What follows belongs to an exercise in optimizing a design on an open flow for small area; a production flow would make more cautious choices.
RTL that was checked went through simulation tests only; none was proved equivalent to the original.
The RTL of runs 1 and 2 was laid out without a check of its function.
No run shown here takes its clock network from TritonCTS; it comes from the design's own scripts or RTL.
The clock port is modelled as an ideal driver, which makes a skipped or thinned clock tree look cheaper than it is; a real chip needs a root buffer or a tree.
No activity file was given, so power comes from the tool's default toggle rates.

File: design.v
`timescale 1ns / 1ps
package tsf_pkg;
  localparam logic [2:0] B_OTHER = 3'd0;
  localparam logic [2:0] B_1     = 3'd1;
  localparam logic [2:0] B_2     = 3'd2;
  localparam logic [2:0] B_3     = 3'd3;
  localparam logic [2:0] B_4     = 3'd4;
  localparam logic [2:0] B_8     = 3'd5;
  localparam logic [1:0] K_OTHER  = 2'd0;
  localparam logic [1:0] K_UDP    = 2'd1;
  localparam logic [1:0] K_TCP    = 2'd2;
  localparam logic [1:0] K_TCPSYN = 2'd3;
  localparam logic [2:0] C_IDLE  = 3'd0;
  localparam logic [2:0] C_A     = 3'd1;
  localparam logic [2:0] C_B     = 3'd2;
  localparam logic [2:0] C_C     = 3'd3;
  localparam logic [2:0] C_D     = 3'd4;
  localparam logic [2:0] C_E     = 3'd5;
  localparam logic [2:0] C_DE    = 3'd6;
  localparam logic [2:0] C_OTHER = 3'd7;
  localparam logic [2:0] R_NONE = 3'd7;
endpackage
`timescale 1ns / 1ps
module tsf_classify (
  input  logic [2:0] code_i,
  input  logic [5:0] cnt_i,
  input  logic [2:0] byte_i,
  output logic [2:0] code_o
);
  logic [2:0] need;    
  logic       chk;
  always_comb begin
    need = tsf_pkg::B_OTHER;
    case (code_i)
      tsf_pkg::C_A: case (cnt_i)
        6'd28: need = tsf_pkg::B_2;
        6'd24: need = tsf_pkg::B_1;
        6'd23: need = tsf_pkg::B_1;
        6'd22: need = tsf_pkg::B_4;
        default: need = tsf_pkg::B_OTHER;
      endcase
      tsf_pkg::C_B: case (cnt_i)
        6'd32: need = tsf_pkg::B_2;
        6'd28: need = tsf_pkg::B_1;
        6'd27: need = tsf_pkg::B_3;
        6'd24: need = tsf_pkg::B_1;
        6'd23: need = tsf_pkg::B_1;
        6'd22: need = tsf_pkg::B_4;
        default: need = tsf_pkg::B_OTHER;
      endcase
      tsf_pkg::C_C: case (cnt_i)
        6'd44: need = tsf_pkg::B_2;
        6'd40: need = tsf_pkg::B_1;
        6'd39: need = tsf_pkg::B_3;
        6'd36: need = tsf_pkg::B_1;
        6'd35: need = tsf_pkg::B_1;
        6'd34: need = tsf_pkg::B_8;
        6'd24: need = tsf_pkg::B_4;
        default: need = tsf_pkg::B_OTHER;
      endcase
      tsf_pkg::C_DE: case (cnt_i)
        6'd40: need = tsf_pkg::B_2;
        default: need = tsf_pkg::B_OTHER;
      endcase
      tsf_pkg::C_D: case (cnt_i)
        6'd34: need = tsf_pkg::B_8;
        6'd24: need = tsf_pkg::B_1;
        6'd23: need = tsf_pkg::B_3;
        default: need = tsf_pkg::B_OTHER;
      endcase
      tsf_pkg::C_E: case (cnt_i)
        6'd35: need = tsf_pkg::B_1;
        6'd34: need = tsf_pkg::B_8;
        6'd24: need = tsf_pkg::B_1;
        6'd23: need = tsf_pkg::B_3;
        default: need = tsf_pkg::B_OTHER;
      endcase
      default: need = tsf_pkg::B_OTHER;
    endcase
  end
  assign chk = (need == tsf_pkg::B_OTHER) || (need == byte_i);
  always_comb begin
    if (code_i == tsf_pkg::C_DE && cnt_i == 6'd36) begin
      if (byte_i == tsf_pkg::B_4)      code_o = tsf_pkg::C_D;
      else if (byte_i == tsf_pkg::B_1) code_o = tsf_pkg::C_E;
      else                    code_o = tsf_pkg::C_OTHER;
    end else if (chk) begin
      code_o = code_i;
    end else begin
      code_o = tsf_pkg::C_OTHER;
    end
  end
endmodule
`timescale 1ns / 1ps
module tsf_core (
  input  logic        clk_i,
  input  logic        rst_ni,
  input  logic        item_valid_i,
  input  logic        op_i,         
  input  logic [4:0]  pl_i,         
  output logic        take_o,
  output logic        res_valid_o,
  input  logic        res_ready_i,
  output logic [2:0]  cls_o,
  output logic        classified_o,
  output logic [15:0] pkt_o,
  output logic [15:0] tcp_o,
  output logic [15:0] udp_o,
  output logic [15:0] cls_total_o
);
  logic [2:0]  code_q, code_d, code_step;
  logic [5:0]  cnt_q, cnt_d;
  logic [15:0] ip_q, tcp_q, udp_q;
  logic [15:0] cc_q [6];
  logic [15:0] cc_sel, cc_inc;
  logic        res_valid_q;
  logic [2:0]  res_q, res_d;
  logic        inc_q;
  logic        emit;
  logic        is_hdr;
  logic        is_syn, is_tcp, is_udp;
  logic [3:0]  doff;
  assign is_hdr = !op_i;
  assign is_syn = pl_i[4];
  assign is_tcp = pl_i[4] || pl_i[1:0] == tsf_pkg::K_TCP;
  assign is_udp = !pl_i[4] && pl_i[1:0] == tsf_pkg::K_UDP;
  assign doff   = pl_i[3:0];
  assign take_o = item_valid_i && (!res_valid_q || res_ready_i);
  tsf_classify u_classify (
    .code_i (code_q),
    .cnt_i  (cnt_q),
    .byte_i (pl_i[2:0]),
    .code_o (code_step)
  );
  always_comb begin
    code_d = code_q;
    cnt_d  = cnt_q;
    res_d  = tsf_pkg::R_NONE;
    emit   = 1'b0;
    if (is_hdr) begin
      emit   = 1'b1;
      code_d = tsf_pkg::C_IDLE;
      cnt_d  = {doff, 2'b00};
      if (is_syn) begin
        if (doff <= 4'd5) begin
          res_d = 3'd0;        
        end else begin
          case (doff)
            4'd7:    code_d = tsf_pkg::C_A;
            4'd8:    code_d = tsf_pkg::C_B;
            4'd11:   code_d = tsf_pkg::C_C;
            4'd10:   code_d = tsf_pkg::C_DE;
            default: code_d = tsf_pkg::C_OTHER;
          endcase
        end
      end
    end else if (code_q != tsf_pkg::C_IDLE) begin
      cnt_d  = cnt_q - 1'b1;
      code_d = code_step;
      if (cnt_q == 6'd21) begin
        emit   = 1'b1;
        code_d = tsf_pkg::C_IDLE;
        res_d  = (code_q == tsf_pkg::C_DE || code_q == tsf_pkg::C_OTHER) ? 3'd0 : code_q;
      end
    end
  end
  always_ff @(posedge clk_i or negedge rst_ni) begin
    if (!rst_ni) begin
      code_q      <= tsf_pkg::C_IDLE;
      res_valid_q <= 1'b0;
      inc_q       <= 1'b0;
    end else begin
      if (take_o) begin
        code_q <= code_d;
        res_valid_q <= emit;
      end else if (res_ready_i) begin
        res_valid_q <= 1'b0;
      end
      inc_q <= take_o && emit && (res_d != tsf_pkg::R_NONE);
    end
  end
  always_ff @(posedge clk_i) begin
    if (take_o) begin
      cnt_q <= cnt_d;
    end
    if (take_o && emit) begin
      res_q <= res_d;
    end
  end
  always_ff @(posedge clk_i or negedge rst_ni) begin
    if (!rst_ni) begin
      ip_q  <= '0;
      tcp_q <= '0;
      udp_q <= '0;
    end else begin
      ip_q  <= ip_q  + 16'(take_o && is_hdr);
      tcp_q <= tcp_q + 16'(take_o && is_hdr && is_tcp);
      udp_q <= udp_q + 16'(take_o && is_hdr && is_udp);
    end
  end
  logic started_q;
  always_ff @(posedge clk_i or negedge rst_ni) begin
    if (!rst_ni) begin
      started_q <= 1'b0;
    end else begin
      started_q <= 1'b1;
    end
  end
  logic [5:0] cc_rd;
  always_comb begin
    cc_sel = '0;
    for (int i = 0; i < 6; i++) begin
      cc_rd[i] = started_q && res_q == 3'(i);
      cc_sel   = cc_sel | ({16{cc_rd[i]}} & cc_q[i]);
    end
  end
  assign cc_inc = cc_sel + 16'(inc_q);
  always_ff @(posedge clk_i) begin
    for (int i = 0; i < 6; i++) begin
      if (!started_q || (inc_q && res_q == 3'(i))) cc_q[i] <= cc_inc;
    end
  end
  assign res_valid_o  = res_valid_q;
  assign classified_o = (res_q != tsf_pkg::R_NONE);
  assign cls_o        = (res_q == tsf_pkg::R_NONE) ? 3'd0 : res_q;
  assign pkt_o        = ip_q;
  assign tcp_o        = tcp_q;
  assign udp_o        = udp_q;
  assign cls_total_o  = cc_inc;
endmodule
`timescale 1ns / 1ps
module tcp_syn_os_fingerprinter_top #(
  parameter int unsigned COUNT_WIDTH = 16
) (
  input  logic         clk_i,
  input  logic         rst_ni,
  input  logic         s_axis_tvalid,
  output logic         s_axis_tready,
  input  logic [23:0]  s_axis_tdata,
  input  logic [0:0]   s_axis_tuser,
  output logic         m_axis_tvalid,
  input  logic         m_axis_tready,
  output logic [135:0] m_axis_tdata,
  output logic [0:0]   m_axis_tuser
);
  logic        in_valid_q;
  logic        op_q;
  logic [4:0]  pl_q, pl_in;
  logic [1:0]  kind_in;
  logic [2:0]  bcode_in;
  logic [7:0]  proto, obyte;
  logic        take;
  logic [2:0]  cls;
  logic        classified;
  logic [15:0] pkt, tcp, udp, cls_total;
  assign proto = s_axis_tdata[7:0];
  assign obyte = s_axis_tdata[21:14];
  always_comb begin
    if (proto == 8'd17)     kind_in = tsf_pkg::K_UDP;
    else if (proto == 8'd6) kind_in = (s_axis_tdata[8] && !s_axis_tdata[9]) ? tsf_pkg::K_TCPSYN : tsf_pkg::K_TCP;
    else                    kind_in = tsf_pkg::K_OTHER;
    case (obyte)
      8'd1:    bcode_in = tsf_pkg::B_1;
      8'd2:    bcode_in = tsf_pkg::B_2;
      8'd3:    bcode_in = tsf_pkg::B_3;
      8'd4:    bcode_in = tsf_pkg::B_4;
      8'd8:    bcode_in = tsf_pkg::B_8;
      default: bcode_in = tsf_pkg::B_OTHER;
    endcase
    pl_in[4]   = !s_axis_tuser[0] && kind_in == tsf_pkg::K_TCPSYN;
    pl_in[3]   = s_axis_tdata[13];
    pl_in[2]   = s_axis_tuser[0] ? bcode_in[2] : s_axis_tdata[12];
    if (s_axis_tuser[0])                  pl_in[1:0] = bcode_in[1:0];
    else if (kind_in == tsf_pkg::K_TCPSYN) pl_in[1:0] = s_axis_tdata[11:10];
    else                                   pl_in[1:0] = kind_in;
  end
  assign s_axis_tready = !in_valid_q || take;
  always_ff @(posedge clk_i or negedge rst_ni) begin
    if (!rst_ni) begin
      in_valid_q <= 1'b0;
    end else begin
      in_valid_q <= !s_axis_tready || s_axis_tvalid;
    end
  end
  always_ff @(posedge clk_i) begin
    if (s_axis_tready) begin
      op_q <= s_axis_tuser[0];
      pl_q <= pl_in;
    end
  end
  tsf_core u_core (
    .clk_i        (clk_i),
    .rst_ni       (rst_ni),
    .item_valid_i (in_valid_q),
    .op_i         (op_q),
    .pl_i         (pl_q),
    .take_o       (take),
    .res_valid_o  (m_axis_tvalid),
    .res_ready_i  (m_axis_tready),
    .cls_o        (cls),
    .classified_o (classified),
    .pkt_o        (pkt),
    .tcp_o        (tcp),
    .udp_o        (udp),
    .cls_total_o  (cls_total)
  );
  assign m_axis_tdata = {5'b0, 16'b0, cls_total, 16'b0, udp, 16'b0, tcp, 16'b0, pkt, cls};
  assign m_axis_tuser = classified;
endmodule
File: flow/run.sh
#!/bin/bash
# Own layout flow: the standard.sh with the standard synthesis unchanged, then:
#  - constant outputs keep the single tie cell from synthesis (no per-port tie cells),
#  - port buffers use sky130_fd_sc_hd__buf_1,
#  - the clock tree is built by flow/clock_tree.tcl (sourced before CTS): one root
#    buffer driving CLK_LEAVES leaf buffers, each driving one cluster of flip-flops,
#  - after the floorplan, flow/restructure.tcl re-maps the combinational logic for
#    area with OpenROAD's restructure (ABC) and keeps a single tie cell,
#  - before the placement repair, flow/downsize.tcl puts combinational cells with
#    few loads at their smallest drive strength; repair_design sizes up as needed.
# Each step's full output goes to its own log here.
set -euo pipefail
# Liberty file without the platform's don't-use cells, for restructure.
DONT_USE=$(sed -n '/^export DONT_USE_CELLS += \\/,/^$/p' "$FLOW_HOME/platforms/sky130hd/config.mk" | grep -o 'sky130_fd_sc_hd__[a-z0-9_]*')
python3 flow/filter_lib.py "$FLOW_HOME/platforms/sky130hd/lib/sky130_fd_sc_hd__tt_025C_1v80.lib" "$PWD/rs.lib" $DONT_USE > filter_lib.log 2>&1
export RS_LIB="$PWD/rs.lib"
export RS_DIR="$PWD/rmp"
export POST_FLOORPLAN_TCL="$PWD/flow/restructure.tcl"
export PRE_CTS_TCL="$PWD/flow/clock_tree.tcl"
export CLK_LEAVES=11
export PRE_RESIZE_TCL="$PWD/flow/downsize.tcl"
export DS_MAXFO=8
export CLK_LEAF_BUF=sky130_fd_sc_hd__clkbuf_8
export CLK_ROOT_BUF=sky130_fd_sc_hd__clkbuf_16
bash standard.sh synth > 1_synth.log 2>&1
bash standard.sh SKIP_REPAIR_TIE_FANOUT=1 floorplan > 2_floorplan.log 2>&1
bash standard.sh SKIP_REPAIR_TIE_FANOUT=1 \
  "BUFFER_PORTS_ARGS=-buffer_cell sky130_fd_sc_hd__buf_1" \
  finish > 3_finish.log 2>&1
File: flow/clock_tree.tcl
# Sourced by ORFS cts.tcl as PRE_CTS_TCL. Replaces clock_tree_synthesis with a
# small balanced tree: the clock port drives one root buffer, which drives
# CLK_LEAVES leaf buffers; each leaf drives one cluster of the flip-flops (k-means
# with equal cluster sizes).
# Every flip-flop sees the same two buffer levels.

proc ct_assign {pts cent cap} {
  # Nearest-centroid assignment with at most cap points per cluster: pairs are
  # taken in order of distance.
  set pairs {}
  set i 0
  foreach p $pts {
    set c 0
    foreach q $cent {
      lappend pairs [list [expr {abs([lindex $p 0] - [lindex $q 0]) + abs([lindex $p 1] - [lindex $q 1])}] $i $c]
      incr c
    }
    incr i
  }
  set asg [lrepeat [llength $pts] -1]
  set cnt [lrepeat [llength $cent] 0]
  foreach pr [lsort -real -index 0 $pairs] {
    lassign $pr d i c
    if {[lindex $asg $i] < 0 && [lindex $cnt $c] < $cap} {
      lset asg $i $c
      lset cnt $c [expr {[lindex $cnt $c] + 1}]
    }
  }
  return $asg
}

proc ct_kmeans {pts k iters} {
  # pts: list of {x y}; returns {cluster ids, centroids}
  set n [llength $pts]
  set cap [expr {($n + $k - 1) / $k}]
  set sorted [lsort -real -index 0 $pts]
  set cent {}
  for {set i 0} {$i < $k} {incr i} {
    lappend cent [lindex $sorted [expr {int(($i + 0.5) * $n / $k)}]]
  }
  set asg {}
  for {set it 0} {$it < $iters} {incr it} {
    set asg [ct_assign $pts $cent $cap]
    set newc {}
    for {set c 0} {$c < $k} {incr c} {
      set sx 0.0; set sy 0.0; set m 0
      foreach p $pts a $asg {
        if {$a == $c} { set sx [expr {$sx + [lindex $p 0]}]; set sy [expr {$sy + [lindex $p 1]}]; incr m }
      }
      if {$m > 0} { lappend newc [list [expr {$sx / $m}] [expr {$sy / $m}]] } else { lappend newc [lindex $cent $c] }
    }
    set cent $newc
  }
  return [list $asg $cent]
}

rename clock_tree_synthesis ct_orig_clock_tree_synthesis
proc clock_tree_synthesis {args} {
  set db [ord::get_db]
  set block [ord::get_db_block]
  set k $::env(CLK_LEAVES)
  set leaf_master [$db findMaster $::env(CLK_LEAF_BUF)]
  set root_master [$db findMaster $::env(CLK_ROOT_BUF)]
  set clknet [$block findNet clk_i]
  set sinks {}
  set pts {}
  foreach it [$clknet getITerms] {
    set inst [$it getInst]
    set bb [$inst getBBox]
    lappend sinks $it
    lappend pts [list [expr {([$bb xMin] + [$bb xMax]) / 2.0}] [expr {([$bb yMin] + [$bb yMax]) / 2.0}]]
  }
  puts "clock_tree: [llength $sinks] sinks, $k leaves"
  lassign [ct_kmeans $pts $k 30] asg cent
  # root buffer at the centroid of the leaf positions
  set rx 0.0; set ry 0.0
  foreach c $cent { set rx [expr {$rx + [lindex $c 0]}]; set ry [expr {$ry + [lindex $c 1]}] }
  set rx [expr {int($rx / $k)}]; set ry [expr {int($ry / $k)}]
  set rootnet [odb::dbNet_create $block clknet_root]
  $rootnet setSigType CLOCK
  set root [odb::dbInst_create $block $root_master clkbuf_root]
  $root setLocation $rx $ry
  $root setPlacementStatus PLACED
  [$root findITerm A] connect $clknet
  [$root findITerm X] connect $rootnet
  for {set c 0} {$c < $k} {incr c} {
    set net [odb::dbNet_create $block clknet_leaf_$c]
    $net setSigType CLOCK
    set b [odb::dbInst_create $block $leaf_master clkbuf_leaf_$c]
    $b setLocation [expr {int([lindex $cent $c 0])}] [expr {int([lindex $cent $c 1])}]
    $b setPlacementStatus PLACED
    [$b findITerm A] connect $rootnet
    [$b findITerm X] connect $net
    set m 0
    foreach it $sinks a $asg {
      if {$a == $c} { $it disconnect; $it connect $net; incr m }
    }
    puts "clock_tree: leaf $c has $m sinks"
  }
  set_propagated_clock [all_clocks]
}
File: flow/downsize.tcl
# Sourced as PRE_RESIZE_TCL: before repair_design, swap each combinational cell
# with at most DS_MAXFO loads for the smallest cell of the same function family
# (same name but for the drive strength), so that repair_design sizes up only
# where a net needs it.
proc ds_base {name} {
  if {[regexp {^(.*)_([0-9]+)$} $name -> b d]} { return $b }
  return ""
}
set ds_lib_cells {}
foreach lc [get_lib_cells sky130_fd_sc_hd__*] {
  set n [get_name $lc]
  set b [ds_base $n]
  if {$b eq ""} continue
  if {[string match "*lpflow*" $n] || [string match "*probe*" $n]} continue
  if {[catch {set a [get_property $lc area]}]} continue
  if {![info exists ds_best($b)] || $a < $ds_besta($b)} { set ds_best($b) $n; set ds_besta($b) $a }
}
set ds_count 0
set ds_saved 0.0
foreach inst [get_cells *] {
  set n [get_property $inst ref_name]
  set lc [get_lib_cells */$n]
  if {[string match "*df*" $n] || [string match "*clk*" $n] || [string match "*conb*" $n] || [string match "*tap*" $n]} continue
  set b [ds_base $n]
  if {$b eq "" || ![info exists ds_best($b)]} continue
  set fo 0
  foreach p [get_pins -of_objects $inst -filter "direction==output"] {
    set net [get_nets -of_objects $p]
    if {$net ne ""} { incr fo [llength [get_pins -of_objects $net -filter "direction==input"]] }
  }
  if {$fo > $::env(DS_MAXFO)} continue
  if {$ds_best($b) ne $n} {
    set ds_saved [expr {$ds_saved + [get_property $lc area] - $ds_besta($b)}]
    replace_cell $inst $ds_best($b)
    incr ds_count
  }
}
puts "downsize: $ds_count cells, [format %.1f $ds_saved] um2"
File: flow/filter_lib.py
#!/usr/bin/env python3
"""Copies a liberty file without the cells that the platform marks don't-use
for OpenROAD's restructure.
Usage: filter_lib.py IN.lib OUT.lib PATTERN..."""
import fnmatch
import re
import sys

src, dst, pats = sys.argv[1], sys.argv[2], sys.argv[3:]
text = open(src).read()
out = []
pos = 0
cell_re = re.compile(r'^\s*cell\s*\(\s*"?([^")\s]+)"?\s*\)\s*\{', re.M)
while True:
    m = cell_re.search(text, pos)
    if not m:
        out.append(text[pos:])
        break
    # find the end of the cell group
    depth = 0
    i = m.end() - 1
    while True:
        c = text[i]
        if c == '{':
            depth += 1
        elif c == '}':
            depth -= 1
            if depth == 0:
                break
        i += 1
    name = m.group(1)
    body = text[m.start():i + 1]
    drop = any(fnmatch.fnmatch(name, p) for p in pats)
    pass

    out.append(text[pos:m.start()])
    if not drop:
        out.append(body)
    pos = i + 1
open(dst, 'w').write(''.join(out))
File: flow/restructure.tcl
# Sourced by ORFS floorplan.tcl as POST_FLOORPLAN_TCL. Re-maps the combinational
# logic for area with OpenROAD's restructure (ABC), using a liberty file without
# the platform's don't-use cells (RS_LIB), then puts all constant loads back on a
# single tie cell, as synthesis left them.

proc merge_ties {} {
  set block [ord::get_db_block]
  set ties {}
  foreach inst [$block getInsts] {
    if {[[$inst getMaster] getName] eq "sky130_fd_sc_hd__conb_1"} { lappend ties $inst }
  }
  if {[llength $ties] < 2} { return }
  set keep [lindex $ties 0]
  foreach t [lrange $ties 1 end] {
    foreach pin {LO HI} {
      set it [$t findITerm $pin]
      set net [$it getNet]
      if {$net eq "NULL"} continue
      set kit [$keep findITerm $pin]
      set tgt [$kit getNet]
      if {$tgt eq "NULL"} {
        $it disconnect
        $kit connect $net
        continue
      }
      foreach o [$net getITerms] {
        if {[$o getInst] ne $t} { $o disconnect; $o connect $tgt }
      }
      foreach b [$net getBTerms] { $b connect $tgt }
      $it disconnect
      odb::dbNet_destroy $net
    }
    odb::dbInst_destroy $t
  }
  puts "merge_ties: [llength $ties] tie cells merged into one"
}

report_design_area
file mkdir $::env(RS_DIR)
restructure -target area -liberty_file $::env(RS_LIB) \
  -tielo_port sky130_fd_sc_hd__conb_1/LO -tiehi_port sky130_fd_sc_hd__conb_1/HI \
  -work_dir $::env(RS_DIR) -abc_logfile $::env(RS_DIR)/abc.log
merge_ties
report_design_area
File: standard.sh
#!/bin/bash
# synth_recipe.tcl (not shown) runs the flow's synth.tcl, then flattens the netlist and writes it again
# the make line also repeats each setting of config.mk as NAME=value (left out here)
make -C /OpenROAD-flow-scripts/flow DESIGN_CONFIG=/design/flow/config.mk WORK_HOME=/design/flow/orfs CLKGATE_MAP_FILE= SYNTH_SCRIPT=/design/flow/synth_recipe.tcl "${@:-finish}"
File: config.mk
export PLATFORM = sky130hd
export DESIGN_NAME = tcp_syn_os_fingerprinter_top
export DESIGN_NICKNAME = tcp_syn_os_fingerprinter_top
export VERILOG_FILES = /design/flow/design.v
export SDC_FILE = /design/flow/constraint.sdc
export NUM_CORES = 4
export LEC_CHECK = 0
export CAP_MARGIN = 20
export CORE_MARGIN = 2
export CORE_UTILIZATION = 70
export SLEW_MARGIN = 20
File: constraint.sdc
create_clock -name core_clock -period 6.0 [get_ports {clk_i}]
set_input_delay 1.2000 -clock core_clock [delete_from_list [all_inputs] [get_ports {clk_i}]]
set_output_delay 1.2000 -clock core_clock [all_outputs]
set_load 0.01 [all_outputs]
==> results of run 1 <==
==> state kept, by name (all words and copies together) (netlist names) <==
signal              cells
in_valid_q              1
u_core.code_q           3
u_core.udp_q           16
u_core.tcp_q           16
pl_q                    5
u_core.cc_q            96
u_core.started_q        1
u_core.res_q            3
u_core.ip_q            16
op_q                    1
u_core.res_valid_q      1
u_core.inc_q            1
u_core.cnt_q            6
==> repair_timing <==
action / in CTS / in global routing
gates resized for setup: 4 / 13
endpoints found under the setup margin: 4 / 5
pin swaps: 0 / 0
setup buffers: 0 / 0
==> cell type report <==
| class | count | area, µm² | area share, % |
|---|---|---|---|
| buffer | 12 | 176.4 | 2.222 |
| inverter | 51 | 191.4 | 2.411 |
| sequential | 166 | 4710 | 59.32 |
| tap | 143 | 178.9 | 2.254 |
| multi-input combinational | 362 | 2201 | 27.72 |
| timing repair buffer | 115 | 481.7 | 6.068 |
==> kinds of logic (layout without fill, tap and decap cells) <==
kind of cell | count (synthesis) | count (layout) | share of synthesized area [%]
flip-flops | 166 | 166 | 57.92
XOR/XNOR | 64 | 5 | 6.893
other | 2 | 1 | 0.09236
multiplexers | 20 | 0 | 3.801
buffers and inverters | 105 | 178 | 8.278
AO/OA/AOI/OAI | 82 | 157 | 7.063
adder cells (fa/ha/maj) | 13 | 0 | 2.000
AND/OR/NAND/NOR | 207 | 199 | 13.96
==> power breakdown <==
group          internal [mW]  total, mW  switching [mW]  leakage, nW
logic                  0.152      0.489           0.338        0.966
clock network          0.196      0.515           0.318       0.0914
registers               1.33       1.41          0.0814         1.76
total                   1.68       2.41           0.737         2.81
==> metrics by stage <==
stage               util, %  hold slack, ps  instances  cell area (µm²)
floorplan                 -           506.7        659             8132
global placement      68.14           459.4        837             7747
detailed placement    67.77           467.5        837             7705
CTS                   69.41           482.4        849             7891
global route          69.83           508.6        849             7939
finish                69.83           476.6        849             7939
==> routing by layer <==
| layer | wire, µm | vias up | share of wire (%) | global-route usage [%] |
|---|---|---|---|---|
| met5 | 0 | - | 0 | 0 |
| met4 | 117 | 0 | 0.76 | 2.469 |
| met3 | 1223 | 16 | 7.9 | 4.409 |
| met2 | 8001 | 217 | 52 | 43.27 |
| met1 | 6118 | 2515 | 40 | 32.75 |
| li1 | - | 2469 | - | - |
==> worst max path at each step <==
stage	endpoint	slack, ps	cells past startpoint
2_1_floorplan	m_axis_tdata[111]	1690	13
3_3_place_gp	m_axis_tdata[112]	500	16
3_5_place_dp	m_axis_tdata[112]	290	17
4_1_cts	m_axis_tdata[112]	30	16
5_1_grt	m_axis_tdata[114]	0.4	15
6_report	m_axis_tdata[114]	290	15
==> placed cells by master, fill, tap and decap left out, drive strengths merged, types with 5 or more instances in the layout <==
cell / Yosys / layout
and2: 6 / 11
clkbuf: 15 / 17
or3: 0 / 5
a222oi: 8 / 15
nand2: 48 / 20
o21ai: 10 / 16
a21boi: 0 / 6
dfrtp: 55 / 55
nand3: 19 / 6
nor3: 10 / 14
nor2: 35 / 106
edfxtp: 111 / 111
a21oi: 20 / 18
o21a: 1 / 15
and3: 13 / 13
a31oi: 4 / 12
buf: 77 / 110
o32a: 0 / 5
nor4: 3 / 10
a22oi: 7 / 24
clkinv: 0 / 50
o22a: 0 / 5
o22ai: 3 / 14
==> critical path, delay by kind of cell (launching register included) <==
family,cells,cell delay (ps)
AND/OR/NAND/NOR,8,2530
buffers and inverters,5,820
AO/OA/AOI/OAI,1,150
flip-flops,1,370
XOR/XNOR,1,290
==> key figures, run 1 <==
Route
  • Drt first pass iters: 5
  • Vias: between 5000 and 6000
  • Via density per instance: about 6
  • WL/cell: around 18 µm
  • Iteration-0 DRC Markers: about 600
  • Post-Route WL: 15.46 mm
  • ANT nets after route: 0
  • DRC viols: 0

Pwr
  • Peak supply drop: 0.0003116 V
  • P_leak: between 2 and 3 nW
  • Pwr Total: roughly 2.4 mW
  • Pwr dens: between 300 and 400 nW/µm²

Final layout
  • Fill cell count: slightly below 900
  • NumNets Final: roughly 740
  • Syn-to-layout area delta: -2.370%
  • Ant diodes: 0
  • Layout cell share with drive strength beyond 1: under 10%

Clock tree
  • Worst-Skew Late Latency: between 300 and 400 ps
  • Hold Buf Count CTS: 0
  • Clock transition at path regs: about 90 ps

Timing
  • Final Hold Viols: 0
  • Final setup violation count: 0
  • Final setup skew: between 20 and 25 ps
  • Fin worst setup slack: approximately 290 ps
  • Final Critical Period: roughly 5700 ps
  • Final Max Slew Viols: 0
  • Fmax: around 180 MHz
  • Unrepaired setup endpoints after global routing: no
  • Least-Margin Pin Slew: 973.9 ps
  • TNS Setup: 0 ps
  • Final period util: a little over nine tenths
  • Worst slew margin: a little over a third

Worst setup path
  • Critical Path Source: u_core.res_q[2]
  • Critical path's slowest cell: or3_1
  • CP Launch Type: register
  • CP arrival: 4510 ps
  • R2r setup slk: approximately 1800 ps
  • CP peak stage delay: roughly 500 ps
  • Reg2reg end: u_core.cc_q[3][15]
  • Worst path cell trace: clkinv_1 > nor2_1 > clkinv_1 > nor3_2 > a222oi_1 > or3_1 > or3_1 > nor4_2 > clkinv_1 > or3_1 > nor3_1 > inv_2 > nor3b_2 > xnor2_1 > buf_1
  • WP data required: 4800 ps
  • Crit Reg-Reg Startpoint: u_core.res_q[2]
  • Endpoint type of the worst setup path: output pin
  • R2R cell count: 14
  • Setup CP Type: register to output pin
  • Crit Path Max Fanout: 7

Hold path
  • Worst Hold Class: register to register
  • Hold Startpoint: u_core.udp_q[15]
  • Hold endpoint: u_core.udp_q[15]
  • Hold depth: 1

Global routing
  • Vias in the first global route: 5168
  • Gr usage total: about a quarter
  • GR Overflow Total: 0
  • First-pass GRT wire length: approximately 25 mm
  • Largest net degree at the start of global routing: 70
  • Initial antenna violation count: 0

Logic synthesis
  • Syn nets: roughly 700
  • Mapped cell area: between 8000 and 9000 µm²
  • Post-synth top cells: edfxtp_1, buf_4, dfrtp_1, nand2_1, xnor2_1
  • Post-synthesis sequential area ratio: between 50 and 60%
  • YS warnings: 4
  • Mean Syn Cell Area: between 10 and 15 µm²
  • Flops & latches, synth: between 150 and 200
  • Leading area contributor after synthesis: edfxtp_1
  • Gate Count Post-Synth: roughly 660
  • Post-synth EDFFs: roughly 110
  • Share of the synthesized area in the top cell type: just over 40%
  • Most frequent cell after synthesis: edfxtp_1
  • Async S/R FF share, synth: 33.13%
  • Count of cell types in the netlist: 60
  • Main synth FF type: edfxtp_1
  • Ranking of synthesized cells by area: edfxtp_1, dfrtp_1, buf_4

Placed design
  • Port bufs: 96
  • Detailed placer's ending HPWL: about 11 mm
  • RD Place Congestion: just under 1
  • Pre-CTS setup slack: 290.5 ps

Floorplanning
  • Initial Util: 71.52%
  • Top-level port count: ~170
  • Die Wd: 111.8 µm
  • Site Rows: 39
  • CORE AREA: 11370 µm²
  • Die Y: 111.8 µm
  • Die area: 12490 µm²

Flow run
  • Max-Cap Viols: 0

Outcome
  • Status: timing/DRC/antenna clean
==> run 2, diff against run 1 <==
--- a/design.v
+++ b/design.v
@@ -118,2 +118,3 @@
   logic        inc_q;
+  logic        started_q;    
   logic        emit;
@@ -189,4 +190,4 @@
   end
-  always_ff @(posedge clk_i or negedge rst_ni) begin
-    if (!rst_ni) begin
+  always_ff @(posedge clk_i) begin
+    if (!started_q) begin
       ip_q  <= '0;
@@ -200,3 +201,2 @@
   end
-  logic started_q;
   always_ff @(posedge clk_i or negedge rst_ni) begin
==> key figures, run 2 <==
Outcome
  • Status: timing/DRC/antenna clean (unchanged)

Floorplanning
  • Site Rows: 40 (was 39)
  • CORE AREA: 11910 µm² (was 11370 µm²)
  • Initial Util: 70.92% (was 71.52%)
  • Die Y: 113.9 µm (was 111.8 µm)
  • Top-level port count: 168 (unchanged)
  • Die area: 12960 µm² (was 12490 µm²)
  • Die Wd: 113.9 µm (was 111.8 µm)

Route
  • DRC viols: 0 (unchanged)
  • Vias: 5109 (was 5217)
  • WL/cell: 18.23 µm (was 18.21 µm)
  • Post-Route WL: 15.81 mm (was 15.46 mm)
  • ANT nets after route: 0 (unchanged)
  • Iteration-0 DRC Markers: 547 (was 586)
  • Via density per instance: 5.893 (was 6.145)
  • Drt first pass iters: 9 (was 5)

Flow run
  • Max-Cap Viols: 0 (unchanged)

Timing
  • Least-Margin Pin Slew: 1021 ps (was 973.9 ps)
  • Final period util: 96.08% (was 95.22%)
  • Final Critical Period: 5765 ps (was 5713 ps)
  • Final Max Slew Viols: 0 (unchanged)
  • Worst slew margin: 31.89% (was 34.86%)
  • Final Hold Viols: 0 (unchanged)
  • Fmax: 173.5 MHz (was 175.0 MHz)
  • Final setup skew: 16.99 ps (was 24.59 ps)
  • Final setup violation count: 0 (unchanged)
  • Hold_ws: 469.8 ps (was 476.6 ps)
  • Unrepaired setup endpoints after global routing: no (unchanged)

Logic synthesis
  • Share of the synthesized area in the top cell type: 39.45% (was 40.99%)
  • Post-synthesis sequential area ratio: 52.90% (was 57.92%)
  • Leading area contributor after synthesis: edfxtp_1 (unchanged)
  • Main synth FF type: edfxtp_1 (unchanged)
  • Post-synth top cells: edfxtp_1, buf_4, and2_1, dfxtp_1, xnor2_1 (was edfxtp_1, buf_4, dfrtp_1, nand2_1, xnor2_1)
  • Ranking of synthesized cells by area: edfxtp_1, dfxtp_1, buf_4 (was edfxtp_1, dfrtp_1, buf_4)
  • Flops & latches, synth: 166 (unchanged)
  • Gate Count Post-Synth: 734 (was 659)
  • Syn nets: 776 (was 701)
  • Post-synth EDFFs: 111 (unchanged)
  • YS warnings: 4 (unchanged)
  • Count of cell types in the netlist: 71 (was 60)
  • Mean Syn Cell Area: 11.51 µm² (was 12.34 µm²)
  • Mapped cell area: 8448 µm² (was 8132 µm²)
  • Async S/R FF share, synth: 4.217% (was 33.13%)
  • Most frequent cell after synthesis: edfxtp_1 (unchanged)

Worst setup path
  • CP arrival: 4570 ps (was 4510 ps)
  • WP data required: 4800 ps (about the same)
  • Endpoint type of the worst setup path: output pin (unchanged)
  • Worst path cell trace: buf_6 > buf_6 > a22oi_1 > o22ai_1 > a222oi_1 > or2_0 > nor2_2 > inv_2 > or3_4 > or3_4 > or3_1 > or3_4 > nor3_4 > inv_2 > nor2_2 > nand2b_1 > nor2_4 > o2bb2ai_4 > buf_2 (was clkinv_1 > nor2_1 > clkinv_1 > nor3_2 > a222oi_1 > or3_1 > or3_1 > nor4_2 > clkinv_1 > or3_1 > nor3_1 > inv_2 > nor3b_2 > xnor2_1 > buf_1)
  • Setup CP Type: register to output pin (unchanged)
  • CP peak stage delay: 440 ps (was 500 ps)
  • CP Launch Type: register (unchanged)
  • Critical path's slowest cell: or3_4 (was or3_1)
  • Crit Path Max Fanout: 8 (was 7)
  • Cell mode on critical path: or3_4

Pwr
  • Pwr dens: 304.8 nW/µm² (was 304.0 nW/µm²)
  • Pwr Total: 2.395 mW (was 2.413 mW)
  • Peak supply drop: 0.0002541 V (was 0.0003116 V)
  • P_leak: 2.743 nW (was 2.814 nW)

Final layout
  • Fill cell count: 935 (was 872)
  • Layout cell share with drive strength beyond 1: 7.778% (was 6.374%)
  • Final core utilization: 65.98% (was 69.83%)
  • Commonest non-fill, non-tap cell in the layout: nor2_1 (was edfxtp_1)
  • NumNets Final: 752 (was 738)
  • Biggest register: u_core.cc_q (unchanged)
  • Most frequent cells in the layout: nor2_1, edfxtp_1, buf_1 (was edfxtp_1, nor2_1, buf_1)
  • Final non-filler cell total: 867 (was 849)
  • Syn-to-layout area delta: -6.976% (was -2.370%)
  • Number of flip-flops in the largest register: 96 (unchanged)
  • Ant diodes: 0 (unchanged)
  • Design area: 7859 µm² (was 7939 µm²)

Placed design
  • Port bufs: 96 (unchanged)
  • Detailed placer's ending HPWL: 10.94 mm (was 10.70 mm)
  • DP Area: 7531 µm² (was 7705 µm²)
  • Cell total after placement: 852 (was 837)
  • RD Place Congestion: 0.8751 (was 0.9843)

Global routing
  • Largest net degree at the start of global routing: 70 (unchanged)
  • Vias in the first global route: 4849 (was 5168)
  • Gr usage total: 23.34% (was 24.30%)
  • GR Overflow Total: 0 (unchanged)
  • First-pass GRT wire length: 24.36 mm (was 25.22 mm)
  • Initial antenna violation count: 0 (unchanged)

Clock tree
  • Clock transition at path regs: 90 ps (about the same)
  • Worst-Skew Late Latency: 360 ps (was 370 ps)

Hold path
  • Worst Hold Class: register to register (unchanged)
run 2: cell count changes after synthesis, moves of 8 or more:
cell / previous run / this run
nand4_1: 19 / 10
and2_1: 6 / 49
nand3b_1: 5 / 14
o21ai_0: 10 / 19
or3_1: 0 / 9
dfrtp_1: 55 / 7
dfxtp_1: 0 / 48
xor2_1: 21 / 13
mux2_2: 3 / 13
mux2i_1: 5 / 25
mux4_2: 8 / 0
run 2: layout make-up:
type,count,area (µm²),area share (%)
buffer,12,176.4,2.245
inverter,50,187.7,2.388
multi-input combinational,370,2296,29.22
sequential,166,4469,56.87
tap,147,183.9,2.340
timing repair buffer,122,545.5,6.942
run 2: kinds of logic (layout without fill, tap and decap cells):
kind of cell | count (synthesis) | in the layout | share of synthesized area (%)
DFF | 166 | 166 | 52.90
other | 2 | 1 | 0.08890
xor gates and xnor gates | 56 | 1 | 5.895
AOI/OAI and AO/OA | 97 | 143 | 8.250
adders and majority gates | 13 | 0 | 1.925
buffers and inverters | 111 | 184 | 8.546
muxes | 38 | 0 | 4.695
and+or+nand+nor | 251 | 225 | 17.70
run 2: worst paths after layout:
path | startpoint | to | slack [ps] | cells after the start
hold / removal | u_core.ip_q[15] | u_core.ip_q[15] | 470 | 1
min in group asynchronous | rst_ni | u_core.res_valid_q | 740 | 1
setup reg to reg | u_core.res_q[0] | u_core.cc_q[5][15] | 1740 | 18
max in group asynchronous | rst_ni | in_valid_q | 4960 | 1
hold reg to reg | u_core.ip_q[15] | u_core.ip_q[15] | 470 | 1
setup / recovery | u_core.res_q[0] | m_axis_tdata[114] | 230 | 19
run 2: per-layer routing:
metal  track usage, %  up-vias  wire length (µm)
met4            4.797        0               265
met1            29.91     2432              6497
met2            42.71      172              8025
met5                0        -                 0
met3            3.082       20              1020
li1                 -     2485                 -
run 2: critical path, delay by kind of cell, from the launching register on:
family	cells	cell delay, ps
simple gates	10	2740
buf+inv	5	600
compound gates	4	460
flops	1	400
run 2: repair_timing:
item,in CTS,in global routing
cloned,0,0
pin swaps,0,2
endpoints found under the setup margin,5,4
buffers inserted,3,0
hold endpoints to repair,0,0
resized for setup,12,24
hold buffers,0,0
run 2: where the power goes:
group / leakage, nW / switching, mW / internal (mW)
Sequential: 1.51 / 0.0833 / 1.32
Combinational: 1.14 / 0.331 / 0.157
Clock: 0.0914 / 0.305 / 0.196
Total: 2.74 / 0.719 / 1.68
run 2: through the flow:
stage          worst slack [ps]  TNS (ps)
2_1_floorplan              1920         0
5_1_grt                   33.69         0
3_3_place_gp              275.4         0
6_report                  234.9         0
3_5_place_dp             -254.4    -773.0
4_1_cts                  -43.87    -43.87
==> run 3, diff against run 2 <==
--- a/design.v
+++ b/design.v
@@ -114,2 +114,3 @@
   logic [15:0] cc_q [6];
+  logic [5:0]  cc_w_q;
   logic [15:0] cc_sel, cc_inc;
@@ -118,3 +119,2 @@
   logic        inc_q;
-  logic        started_q;    
   logic        emit;
@@ -190,4 +190,4 @@
   end
-  always_ff @(posedge clk_i) begin
-    if (!started_q) begin
+  always_ff @(posedge clk_i or negedge rst_ni) begin
+    if (!rst_ni) begin
       ip_q  <= '0;
@@ -201,21 +201,28 @@
   end
+  always_comb begin
+    case (res_q)
+      3'd0:    cc_sel = cc_w_q[0] ? cc_q[0] : '0;
+      3'd1:    cc_sel = cc_w_q[1] ? cc_q[1] : '0;
+      3'd2:    cc_sel = cc_w_q[2] ? cc_q[2] : '0;
+      3'd3:    cc_sel = cc_w_q[3] ? cc_q[3] : '0;
+      3'd4:    cc_sel = cc_w_q[4] ? cc_q[4] : '0;
+      3'd5:    cc_sel = cc_w_q[5] ? cc_q[5] : '0;
+      default: cc_sel = '0;
+    endcase
+  end
+  assign cc_inc = cc_sel + 16'(inc_q);
   always_ff @(posedge clk_i or negedge rst_ni) begin
     if (!rst_ni) begin
-      started_q <= 1'b0;
-    end else begin
-      started_q <= 1'b1;
-    end
-  end
-  logic [5:0] cc_rd;
-  always_comb begin
-    cc_sel = '0;
-    for (int i = 0; i < 6; i++) begin
-      cc_rd[i] = started_q && res_q == 3'(i);
-      cc_sel   = cc_sel | ({16{cc_rd[i]}} & cc_q[i]);
+      cc_w_q <= '0;
+    end else if (inc_q) begin
+      for (int i = 0; i < 6; i++) begin
+        if (res_q == 3'(i)) cc_w_q[i] <= 1'b1;
+      end
     end
   end
-  assign cc_inc = cc_sel + 16'(inc_q);
   always_ff @(posedge clk_i) begin
-    for (int i = 0; i < 6; i++) begin
-      if (!started_q || (inc_q && res_q == 3'(i))) cc_q[i] <= cc_inc;
+    if (inc_q) begin
+      for (int i = 0; i < 6; i++) begin
+        if (res_q == 3'(i)) cc_q[i] <= cc_inc;
+      end
     end
==> key figures, run 3 <==
Outcome
  • Status: timing/DRC/antenna clean (unchanged)

Pwr
  • Pwr Total: 2.592 mW (was 2.395 mW)
  • P_leak: 2.927 nW (was 2.743 nW)
  • Peak supply drop: 0.0002690 V (was 0.0002541 V)
  • Pwr dens: 324.1 nW/µm² (was 304.8 nW/µm²)

Logic synthesis
  • Mean Syn Cell Area: 12.32 µm² (was 11.51 µm²)
  • Post-synth top cells: edfxtp_1, buf_4, dfrtp_1, a22oi_1, nand2_1 (was edfxtp_1, buf_4, and2_1, dfxtp_1, xnor2_1)
  • XOR/XNOR Fraction of Synth Area: 6.671% (was 5.895%)
  • Adder-Cell Fraction of Synth Area: 1.998% (was 1.925%)
  • Simple-gate portion of the synthesized area: 14.56% (was 17.70%)
  • Main synth FF type: edfxtp_1 (unchanged)
  • Ranking of synthesized cells by area: edfxtp_1, dfrtp_1, buf_4 (was edfxtp_1, dfxtp_1, buf_4)
  • Count of cell types in the netlist: 62 (was 71)
  • Syn nets: 703 (was 776)
  • YS warnings: 4 (unchanged)
  • Mapped cell area: 8140 µm² (was 8448 µm²)
  • Most frequent cell after synthesis: edfxtp_1 (unchanged)
  • Post-synthesis sequential area ratio: 59.39% (was 52.90%)
  • Leading area contributor after synthesis: edfxtp_1 (unchanged)
  • Compound-Gate Fraction of Synth Area: 8.438% (was 8.249%)
  • Largest family of logic cells by synthesized area: simple AND/OR/NAND/NOR gates (unchanged)
  • Share of the synthesized area in the top cell type: 40.95% (was 39.45%)
  • Flops & latches, synth: 171 (was 166)
  • Post-synth EDFFs: 111 (unchanged)
  • Async S/R FF share, synth: 35.09% (was 4.217%)
  • Mux contribution to synthesized area: 0.2459% (was 4.695%)
  • Gate Count Post-Synth: 661 (was 734)

Worst setup path
  • Setup CP Type: register to output pin (unchanged)
  • Crit path depth: 13 (was 19)
  • Cell mode on critical path: clkinv_1 (was or3_4)
  • CP arrival: 4350 ps (was 4570 ps)
  • Worst path cell trace: clkinv_1 > nor4b_4 > a221o_1 > a221oi_1 > or3_1 > or3_1 > nor4_2 > clkinv_1 > nor4_2 > clkinv_1 > nor2_1 > a2bb2oi_1 > buf_1 (was buf_6 > buf_6 > a22oi_1 > o22ai_1 > a222oi_1 > or2_0 > nor2_2 > inv_2 > or3_4 > or3_4 > or3_1 > or3_4 > nor3_4 > inv_2 > nor2_2 > nand2b_1 > nor2_4 > o2bb2ai_4 > buf_2)
  • CP peak stage delay: 570 ps (was 440 ps)
  • Critical path's slowest cell: nor4b_4 (was or3_4)
  • R2r setup slk: 1800 ps (was 1740 ps)
  • R2R cell count: 13 (was 18)
  • WP data required: 4800 ps (about the same)
  • Endpoint type of the worst setup path: output pin (unchanged)
  • CP Launch Type: register (unchanged)
  • Reg2reg end: u_core.cc_q[3][15] (was u_core.cc_q[5][15])
  • Crit Path Max Fanout: 6 (was 8)
  • Buffer and inverter count on the worst path: 4 (was 5)
  • Crit Reg-Reg Startpoint: u_core.res_q[1] (was u_core.res_q[0])
  • CP delay by family, top: simple AND/OR/NAND/NOR gates (unchanged)
  • Worst setup endpoint: m_axis_tdata[114] (unchanged)
  • Critical Path Source: u_core.res_q[1] (was u_core.res_q[0])

Floorplanning
  • Site Rows: 39 (was 40)
  • CORE AREA: 11370 µm² (was 11910 µm²)
  • Die area: 12510 µm² (was 12960 µm²)
  • Top-level port count: 168 (unchanged)
  • Die Wd: 111.8 µm (was 113.9 µm)
  • Initial Util: 71.60% (was 70.92%)
  • Die Y: 111.8 µm (was 113.9 µm)

Final layout
  • Commonest non-fill, non-tap cell in the layout: edfxtp_1 (was nor2_1)
  • Final non-filler cell total: 839 (was 867)
  • Biggest register: u_core.cc_q (unchanged)
  • Fill cell count: 818 (was 935)
  • Ant diodes: 0 (unchanged)
  • NumNets Final: 727 (was 752)
  • Final core utilization: 70.34% (was 65.98%)
  • Syn-to-layout area delta: -1.752% (was -6.976%)
  • Most frequent cells in the layout: edfxtp_1, nor2_1, buf_1 (was nor2_1, edfxtp_1, buf_1)
  • Layout cell share with drive strength beyond 1: 4.454% (was 7.778%)
  • Number of flip-flops in the largest register: 96 (unchanged)

Global routing
  • GR Overflow Total: 0 (unchanged)
  • M1 GR Usage: 31.88% (was 29.91%)
  • Gr usage total: 23.95% (was 23.34%)
  • Grt met3 use: 2.940% (was 3.082%)
  • GR peak layer: met2 (unchanged)
  • Initial antenna violation count: 0 (unchanged)
  • First-pass GRT wire length: 24.67 mm (was 24.36 mm)
  • GR Layer Usage met2: 43.52% (was 42.71%)
  • Vias in the first global route: 5038 (was 4849)
  • Largest net degree at the start of global routing: 70 (unchanged)

Route
  • ANT nets after route: 0 (unchanged)
  • Post-Route WL: 15.42 mm (was 15.81 mm)
  • Via density per instance: 6.094 (was 5.893)
  • Iteration-0 DRC Markers: 414 (was 547)
  • Vias: 5113 (was 5109)
  • DRC viols: 0 (unchanged)
  • Drt first pass iters: 5 (was 9)
  • WL/cell: 18.38 µm (was 18.23 µm)

Hold path
  • Hold depth: 1 (unchanged)
  • Worst Hold Class: register to register (unchanged)

Timing
  • Final Max Slew Viols: 0 (unchanged)
  • Final Hold Viols: 0 (unchanged)
  • TNS Setup: 0 ps (unchanged)
  • Least-Margin Pin Slew: 1114 ps (was 1021 ps)
  • Fin worst setup slack: 449.4 ps (was 234.9 ps)
  • Final Critical Period: 5551 ps (was 5765 ps)
  • Final setup skew: 23.65 ps (was 16.99 ps)
  • Unrepaired setup endpoints after global routing: no (unchanged)
  • Final setup violation count: 0 (unchanged)
  • Worst slew margin: 25.64% (was 31.89%)
  • Fmax: 180.2 MHz (was 173.5 MHz)
  • Final period util: 92.51% (was 96.08%)

Placed design
  • Pre-CTS setup slack: 389.2 ps (was -254.4 ps)
  • RD Place Congestion: 0.9001 (was 0.8751)
  • Port bufs: 96 (unchanged)
  • Cell total after placement: 827 (was 852)
  • Detailed placer's ending HPWL: 10.49 mm (was 10.94 mm)

Flow run
  • Max-Cap Viols: 0 (unchanged)

Clock tree
  • Hold Buf Count CTS: 0 (unchanged)
  • Post-cts sizing count: 2 (was 12)
  • Clock transition at path regs: 100 ps (was 90 ps)
  • Worst-Skew Late Latency: 370 ps (was 360 ps)
  • Post-CTS Setup Bufs: 0 (was 3)
## run 3: cell count changes after synthesis, sizes merged, moves of 10 or more
cell    change
a22oi      +49
nand3b     -10
mux2i      -23
and2       -43
nand3      +21
o21ai      -12
dfxtp      -48
dfrtp      +53
mux2       -13
## run 3: area by class of cell
class / instances / area, µm² / share of cell area [%]
Timing Repair Buffer: 105 / 421.7 / 5.272
Tap cell: 143 / 178.9 / 2.237
Multi-Input combinational cell: 359 / 2202 / 27.53
Buffer: 12 / 176.4 / 2.206
Sequential cell: 171 / 4835 / 60.45
Inverter: 49 / 183.9 / 2.300
## run 3: cells by family (layout without fill, tap and decap cells)
logic type / Yosys count / count (layout)
and+or+nand+nor: 209 / 221
DFF: 171 / 171
buffers and inverters: 108 / 166
AOI/OAI and AO/OA: 95 / 130
xor gates and xnor gates: 62 / 7
adders and majority gates: 13 / 0
muxes: 2 / 0
other: 1 / 1
## run 3: report_power, final
group	leakage, nW	switching, mW	internal, mW	total [mW]
Sequential	1.81	0.0964	1.41	1.51
Combinational	1.02	0.384	0.175	0.558
Clock	0.0914	0.330	0.197	0.526
## run 3: per-stage QoR
| stage | area, µm² | hold WS, ps |
|---|---|---|
| floorplan | 8140 | 430.4 |
| global placement | 7802 | 457.0 |
| detailed placement | 7795 | 461.0 |
| CTS | 7983 | 478.2 |
| global route | 7998 | 488.6 |
| finish | 7998 | 474.9 |
## run 3: layer usage
metal,vias up,part of all wire (%)
met3,17,6.3
met2,179,51
met1,2513,41
met5,-,0
met4,0,1.3
li1,2404,-
## run 3: how the worst min path moves through the flow
stage,start,endpoint,slack (ps)
floorplan,u_core.cc_w_q[2],u_core.cc_w_q[2],430
global placement,u_core.udp_q[15],u_core.udp_q[15],460
detailed placement,u_core.tcp_q[15],u_core.tcp_q[15],460
CTS,u_core.tcp_q[15],u_core.tcp_q[15],480
global route,u_core.tcp_q[15],u_core.tcp_q[15],490
finish,u_core.tcp_q[15],u_core.tcp_q[15],470
==> run 4, diff against run 3 <==
--- a/design.v
+++ b/design.v
@@ -2,8 +2,8 @@
 package tsf_pkg;
-  localparam logic [2:0] B_OTHER = 3'd0;
-  localparam logic [2:0] B_1     = 3'd1;
-  localparam logic [2:0] B_2     = 3'd2;
-  localparam logic [2:0] B_3     = 3'd3;
-  localparam logic [2:0] B_4     = 3'd4;
-  localparam logic [2:0] B_8     = 3'd5;
+  localparam logic [4:0] B_NONE = 5'b00000;
+  localparam logic [4:0] B_1    = 5'b00001;
+  localparam logic [4:0] B_2    = 5'b00010;
+  localparam logic [4:0] B_3    = 5'b00100;
+  localparam logic [4:0] B_4    = 5'b01000;
+  localparam logic [4:0] B_8    = 5'b10000;
   localparam logic [1:0] K_OTHER  = 2'd0;
@@ -26,9 +26,9 @@
   input  logic [5:0] cnt_i,
-  input  logic [2:0] byte_i,
+  input  logic [4:0] byte_i,      
   output logic [2:0] code_o
 );
-  logic [2:0] need;    
+  logic [4:0] need;    
   logic       chk;
   always_comb begin
-    need = tsf_pkg::B_OTHER;
+    need = tsf_pkg::B_NONE;
     case (code_i)
@@ -39,3 +39,3 @@
         6'd22: need = tsf_pkg::B_4;
-        default: need = tsf_pkg::B_OTHER;
+        default: need = tsf_pkg::B_NONE;
       endcase
@@ -48,3 +48,3 @@
         6'd22: need = tsf_pkg::B_4;
-        default: need = tsf_pkg::B_OTHER;
+        default: need = tsf_pkg::B_NONE;
       endcase
@@ -58,3 +58,3 @@
         6'd24: need = tsf_pkg::B_4;
-        default: need = tsf_pkg::B_OTHER;
+        default: need = tsf_pkg::B_NONE;
       endcase
@@ -62,3 +62,3 @@
         6'd40: need = tsf_pkg::B_2;
-        default: need = tsf_pkg::B_OTHER;
+        default: need = tsf_pkg::B_NONE;
       endcase
@@ -68,3 +68,3 @@
         6'd23: need = tsf_pkg::B_3;
-        default: need = tsf_pkg::B_OTHER;
+        default: need = tsf_pkg::B_NONE;
       endcase
@@ -75,12 +75,12 @@
         6'd23: need = tsf_pkg::B_3;
-        default: need = tsf_pkg::B_OTHER;
+        default: need = tsf_pkg::B_NONE;
       endcase
-      default: need = tsf_pkg::B_OTHER;
+      default: need = tsf_pkg::B_NONE;
     endcase
   end
-  assign chk = (need == tsf_pkg::B_OTHER) || (need == byte_i);
+  assign chk = ~|(need & ~byte_i);
   always_comb begin
     if (code_i == tsf_pkg::C_DE && cnt_i == 6'd36) begin
-      if (byte_i == tsf_pkg::B_4)      code_o = tsf_pkg::C_D;
-      else if (byte_i == tsf_pkg::B_1) code_o = tsf_pkg::C_E;
+      if (byte_i[3])      code_o = tsf_pkg::C_D;
+      else if (byte_i[0]) code_o = tsf_pkg::C_E;
       else                    code_o = tsf_pkg::C_OTHER;
@@ -114,3 +114,2 @@
   logic [15:0] cc_q [6];
-  logic [5:0]  cc_w_q;
   logic [15:0] cc_sel, cc_inc;
@@ -119,2 +118,3 @@
   logic        inc_q;
+  logic        started_q;    
   logic        emit;
@@ -132,3 +132,3 @@
     .cnt_i  (cnt_q),
-    .byte_i (pl_i[2:0]),
+    .byte_i (pl_i),
     .code_o (code_step)
@@ -190,39 +190,30 @@
   end
+  logic [15:0] ip_base, tcp_base, udp_base;
+  assign ip_base  = started_q ? ip_q  : '0;
+  assign tcp_base = started_q ? tcp_q : '0;
+  assign udp_base = started_q ? udp_q : '0;
+  always_ff @(posedge clk_i) begin
+    ip_q  <= ip_base  + 16'(take_o && is_hdr);
+    tcp_q <= tcp_base + 16'(take_o && is_hdr && is_tcp);
+    udp_q <= udp_base + 16'(take_o && is_hdr && is_udp);
+  end
   always_ff @(posedge clk_i or negedge rst_ni) begin
     if (!rst_ni) begin
-      ip_q  <= '0;
-      tcp_q <= '0;
-      udp_q <= '0;
-    end else begin
-      ip_q  <= ip_q  + 16'(take_o && is_hdr);
-      tcp_q <= tcp_q + 16'(take_o && is_hdr && is_tcp);
-      udp_q <= udp_q + 16'(take_o && is_hdr && is_udp);
+      started_q <= 1'b0;
+    end else if (take_o) begin
+      started_q <= 1'b1;
     end
   end
+  logic [5:0] cc_rd;
   always_comb begin
-    case (res_q)
-      3'd0:    cc_sel = cc_w_q[0] ? cc_q[0] : '0;
-      3'd1:    cc_sel = cc_w_q[1] ? cc_q[1] : '0;
-      3'd2:    cc_sel = cc_w_q[2] ? cc_q[2] : '0;
-      3'd3:    cc_sel = cc_w_q[3] ? cc_q[3] : '0;
-      3'd4:    cc_sel = cc_w_q[4] ? cc_q[4] : '0;
-      3'd5:    cc_sel = cc_w_q[5] ? cc_q[5] : '0;
-      default: cc_sel = '0;
-    endcase
-  end
-  assign cc_inc = cc_sel + 16'(inc_q);
-  always_ff @(posedge clk_i or negedge rst_ni) begin
-    if (!rst_ni) begin
-      cc_w_q <= '0;
-    end else if (inc_q) begin
-      for (int i = 0; i < 6; i++) begin
-        if (res_q == 3'(i)) cc_w_q[i] <= 1'b1;
-      end
+    cc_sel = '0;
+    for (int i = 0; i < 6; i++) begin
+      cc_rd[i] = started_q && res_q == 3'(i);
+      cc_sel   = cc_sel | ({16{cc_rd[i]}} & cc_q[i]);
     end
   end
+  assign cc_inc = cc_sel + 16'(inc_q);
   always_ff @(posedge clk_i) begin
-    if (inc_q) begin
-      for (int i = 0; i < 6; i++) begin
-        if (res_q == 3'(i)) cc_q[i] <= cc_inc;
-      end
+    for (int i = 0; i < 6; i++) begin
+      if (!started_q || (inc_q && res_q == 3'(i))) cc_q[i] <= cc_inc;
     end
@@ -256,3 +247,3 @@
   logic [1:0]  kind_in;
-  logic [2:0]  bcode_in;
+  logic [4:0]  bcode_in;
   logic [7:0]  proto, obyte;
@@ -274,10 +265,12 @@
       8'd8:    bcode_in = tsf_pkg::B_8;
-      default: bcode_in = tsf_pkg::B_OTHER;
+      default: bcode_in = tsf_pkg::B_NONE;
     endcase
-    pl_in[4]   = !s_axis_tuser[0] && kind_in == tsf_pkg::K_TCPSYN;
-    pl_in[3]   = s_axis_tdata[13];
-    pl_in[2]   = s_axis_tuser[0] ? bcode_in[2] : s_axis_tdata[12];
-    if (s_axis_tuser[0])                  pl_in[1:0] = bcode_in[1:0];
-    else if (kind_in == tsf_pkg::K_TCPSYN) pl_in[1:0] = s_axis_tdata[11:10];
-    else                                   pl_in[1:0] = kind_in;
+    if (s_axis_tuser[0]) begin
+      pl_in = bcode_in;
+    end else begin
+      pl_in[4]   = (kind_in == tsf_pkg::K_TCPSYN);
+      pl_in[3:2] = s_axis_tdata[13:12];
+      if (kind_in == tsf_pkg::K_TCPSYN) pl_in[1:0] = s_axis_tdata[11:10];
+      else                              pl_in[1:0] = kind_in;
+    end
   end
--- a/config.mk
+++ b/config.mk
@@ -9,3 +9,3 @@
 export CORE_MARGIN = 2
-export CORE_UTILIZATION = 70
+export CORE_UTILIZATION = 60
 export SLEW_MARGIN = 20
==> key figures, run 4 <==
Timing
  • Final setup violation count: 0 (unchanged)
  • Final Hold Viols: 0 (unchanged)
  • Final period util: 95.23% (was 92.51%)
  • Worst slew margin: 32.46% (was 25.64%)
  • Final setup skew: 13.23 ps (was 23.65 ps)
  • Hold_ws: 454.8 ps (was 474.9 ps)
  • Final Max Slew Viols: 0 (unchanged)
  • Fmax: 175.0 MHz (was 180.2 MHz)
  • Final Critical Period: 5714 ps (was 5551 ps)
  • Least-Margin Pin Slew: 1005 ps (was 1114 ps)

Route
  • Drt first pass iters: 5 (unchanged)
  • Iteration-0 DRC Markers: 459 (was 414)
  • WL/cell: 18.34 µm (was 18.38 µm)
  • Post-Route WL: 16.82 mm (was 15.42 mm)
  • Vias: 5437 (was 5113)
  • Via density per instance: 5.929 (was 6.094)
  • ANT nets after route: 0 (unchanged)
  • DRC viols: 0 (unchanged)

Final layout
  • NumNets Final: 768 (was 727)
  • Final non-filler cell total: 917 (was 839)
  • FF/Latch Area: 4469 µm² (was 4835 µm²)
  • Ant diodes: 0 (unchanged)
  • Design area: 7924 µm² (was 7998 µm²)
  • Final core utilization: 57.76% (was 70.34%)
  • Most frequent cells in the layout: edfxtp_1, buf_1, nor2_1 (was edfxtp_1, nor2_1, buf_1)
  • Syn-to-layout area delta: -4.910% (was -1.752%)
  • Number of flip-flops in the largest register: 96 (unchanged)
  • Layout cell share with drive strength beyond 1: 4.885% (was 4.454%)
  • Fill cell count: 1184 (was 818)
  • Biggest register: u_core.cc_q (unchanged)
  • Commonest non-fill, non-tap cell in the layout: edfxtp_1 (unchanged)
  • Multi-input gate area: 2342 µm² (was 2202 µm²)

Hold path
  • Worst Hold Class: register to register (unchanged)

Logic synthesis
  • Flops & latches, synth: 166 (was 171)
  • Count of cell types in the netlist: 81 (was 62)
  • Ranking of synthesized cells by area: edfxtp_1, dfxtp_1, buf_4 (was edfxtp_1, dfrtp_1, buf_4)
  • Gate Count Post-Synth: 743 (was 661)
  • Main synth FF type: edfxtp_1 (unchanged)
  • Leading area contributor after synthesis: edfxtp_1 (unchanged)
  • Post-synthesis sequential area ratio: 53.63% (was 59.39%)
  • Post-synth top cells: edfxtp_1, buf_4, nor2_1, nand2_1, dfxtp_1 (was edfxtp_1, buf_4, dfrtp_1, a22oi_1, nand2_1)
  • Post-synth EDFFs: 111 (unchanged)
  • Mux contribution to synthesized area: 3.949% (was 0.2459%)
  • Share of the synthesized area in the top cell type: 40.00% (was 40.95%)
  • Mean Syn Cell Area: 11.22 µm² (was 12.32 µm²)
  • YS warnings: 4 (unchanged)
  • Largest family of logic cells by synthesized area: simple AND/OR/NAND/NOR gates (unchanged)
  • Compound-Gate Fraction of Synth Area: 8.063% (was 8.438%)
  • Simple-gate portion of the synthesized area: 17.82% (was 14.56%)
  • Syn nets: 785 (was 703)
  • Adder-Cell Fraction of Synth Area: 1.952% (was 1.998%)
  • Most frequent cell after synthesis: edfxtp_1 (unchanged)
  • Mapped cell area: 8333 µm² (was 8140 µm²)
  • Async S/R FF share, synth: 4.217% (was 35.09%)
  • XOR/XNOR Fraction of Synth Area: 5.571% (was 6.671%)

Pwr
  • P_leak: 2.605 nW (was 2.927 nW)
  • Sequential power share: 57.6% (was 58.2%)
  • Psw: 0.7692 mW (was 0.8096 mW)
  • Pint: 1.710 mW (was 1.783 mW)
  • Clock Power Share: 20.8% (was 20.3%)
  • Pwr dens: 312.9 nW/µm² (was 324.1 nW/µm²)
  • Peak supply drop: 0.0001570 V (was 0.0002690 V)
  • Switching Fraction: 31.03% (was 31.23%)
  • Pwr Total: 2.479 mW (was 2.592 mW)
  • Logic pwr share: 21.6% (was 21.5%)

Worst setup path
  • CP arrival: 4510 ps (was 4350 ps)
  • Setup CP Type: register to output pin (unchanged)
  • Endpoint type of the worst setup path: output pin (unchanged)
  • Crit Path Max Fanout: 7 (was 6)
  • CP Launch Type: register (unchanged)
  • WP data required: 4800 ps (about the same)

Global routing
  • Vias in the first global route: 5043 (was 5038)
  • First-pass GRT wire length: 26.45 mm (was 24.67 mm)
  • Gr usage total: 22.26% (was 23.95%)
  • GR Overflow Total: 0 (unchanged)
  • Initial antenna violation count: 0 (unchanged)
  • Largest net degree at the start of global routing: 70 (unchanged)

Outcome
  • Status: timing/DRC/antenna clean (unchanged)

Floorplanning
  • Initial Util: 60.74% (was 71.60%)
  • Site Rows: 43 (was 39)
  • Die Wd: 121.9 µm (was 111.8 µm)
  • CORE AREA: 13720 µm² (was 11370 µm²)
  • Top-level port count: 168 (unchanged)
  • Die area: 14850 µm² (was 12510 µm²)
  • Die Y: 121.9 µm (was 111.8 µm)

Placed design
  • Detailed placer's ending HPWL: 12.10 mm (was 10.49 mm)
  • Cell total after placement: 905 (was 827)
  • Port bufs: 96 (unchanged)
  • DP Area: 7715 µm² (was 7795 µm²)
  • RD Place Congestion: 0.9428 (was 0.9001)

Clock tree
  • Clock transition at path regs: 90 ps (was 100 ps)
  • Hold Buf Count CTS: 0 (unchanged)
  • Worst-Skew Late Latency: 370 ps (about the same)

Flow run
  • Max-Cap Viols: 0 (unchanged)
run 4: cell count changes in the layout (fill, tap and decap cells not counted), moves of 8 or more:
cell      change
dfrtp_1      -53
a221oi_1     -13
a22o_1       -14
a221o_1      -14
or2_0         -8
nor2_1       -17
dfxtp_1      +48
o22a_1       +15
nor3_1       +27
run 4: path summary, 6_finish.rpt:
path,from,to,slack (ps),cells after the start
hold reg to reg,u_core.udp_q[15],u_core.udp_q[15],450,1
max in group asynchronous,rst_ni,u_core.code_q[1],5040,1
setup reg to reg,u_core.res_q[2],u_core.cc_q[2][15],1810,12
setup / recovery,u_core.res_q[2],m_axis_tdata[114],290,13
min in group asynchronous,rst_ni,u_core.res_valid_q,700,1
hold / removal,u_core.udp_q[15],u_core.udp_q[15],450,1
run 4: cell type report:
class                           count  share of cell area, %
Tap cell                          180                  2.842
Inverter                           57                  2.748
Sequential cell                   166                  56.40
Timing Repair Buffer              118                  6.221
Multi-Input combinational cell    384                  29.56
Buffer                             12                  2.226
run 4: routing by layer:
layer | routed length [µm] | vias up | GRT usage, %
met5 | 0 | - | 0
met4 | 313 | 0 | 3.664
met3 | 1019 | 31 | 2.341
met2 | 8632 | 185 | 40.92
met1 | 6855 | 2641 | 28.90
li1 | - | 2580 | -
run 4: power by group through the flow:
stage	registers (mW)	logic, mW	clock network, mW
floorplan	1.41	0.407	0
global placement	1.45	0.528	0
detailed placement	1.45	0.530	0
CTS	1.43	0.532	0.537
global route	1.44	0.597	0.574
finish	1.43	0.536	0.515
run 4: per-stage QoR:
stage | TNS [ps] | setup WS [ps]
floorplan | 0 | 1816
global placement | 0 | 571.3
detailed placement | 0 | 476.9
CTS | 0 | 29.39
global route | -6.916 | -6.916
finish | 0 | 286.1
run 4: worst max-delay path: stages, from the launching register on:
cell and delay [ps]:
edfxtp_1 540, nor2_1 310, clkinv_1 150, nor2_1 140, buf_1 320, a221oi_1 170
or3_1 370, or3_1 440, or3_1 480, nor3_2 220, clkinv_1 200, nor3b_2 370
xnor2_2 230, buf_1 190
run 4: kinds of logic (layout without fill, tap and decap cells):
family / Yosys count / in the layout
mux: 29 / 0
xor+xnor: 53 / 7
fa+ha+maj: 13 / 0
flops: 166 / 166
simple gates: 268 / 224
buf+inv: 116 / 187
other cells: 1 / 1
compound gates: 97 / 152
run 4: repair_timing:
item                                    4_1_cts  5_1_grt
setup buffers                                 0        0
endpoints found under the setup margin        0        5
gates resized for setup                       0        9

[what the ideal ports hide]
The results above use ideal ports. As a check the final layouts listed here were re-extracted and re-timed, cells and wires unchanged.
Step 1 (the two cells are an assumption about what drives the block):
set clk [get_ports {clk_i}]
set_driving_cell -lib_cell sky130_fd_sc_hd__clkbuf_16 $clk
set_driving_cell -lib_cell sky130_fd_sc_hd__buf_2 [delete_from_list [all_inputs] $clk]
Step 2 moves the port delays by t, midway between the first and last clock arrival at a register: inputs arrive t later, outputs are due t later. That takes back most of the time a late clock gives input paths.
Three values: ideal, step 1, step 2; two values: the first two.
| run | t (ns) | slack for setup (ns) | worst hold slack (ns) | latest minus earliest clock arrival (ns) | worst register clock-pin slew, ns |
|---|---|---|---|---|---|
| run 1 | 0.392 | 0.287 / 0.251 / 0.643 | 0.477 / 0.477 / 0.477 | 0.025 / 0.025 | 0.10 / 0.10 |
| run 2 | 0.398 | 0.235 / 0.190 / 0.588 | 0.470 / 0.470 / 0.470 | 0.019 / 0.018 | 0.10 / 0.10 |
| run 3 | 0.401 | 0.449 / 0.409 / 0.810 | 0.475 / 0.475 / 0.475 | 0.023 / 0.024 | 0.11 / 0.11 |
| run 4 | 0.412 | 0.286 / 0.241 / 0.653 | 0.455 / 0.455 / 0.455 | 0.014 / 0.014 | 0.09 / 0.09 |
After both steps every run listed still meets setup and hold.
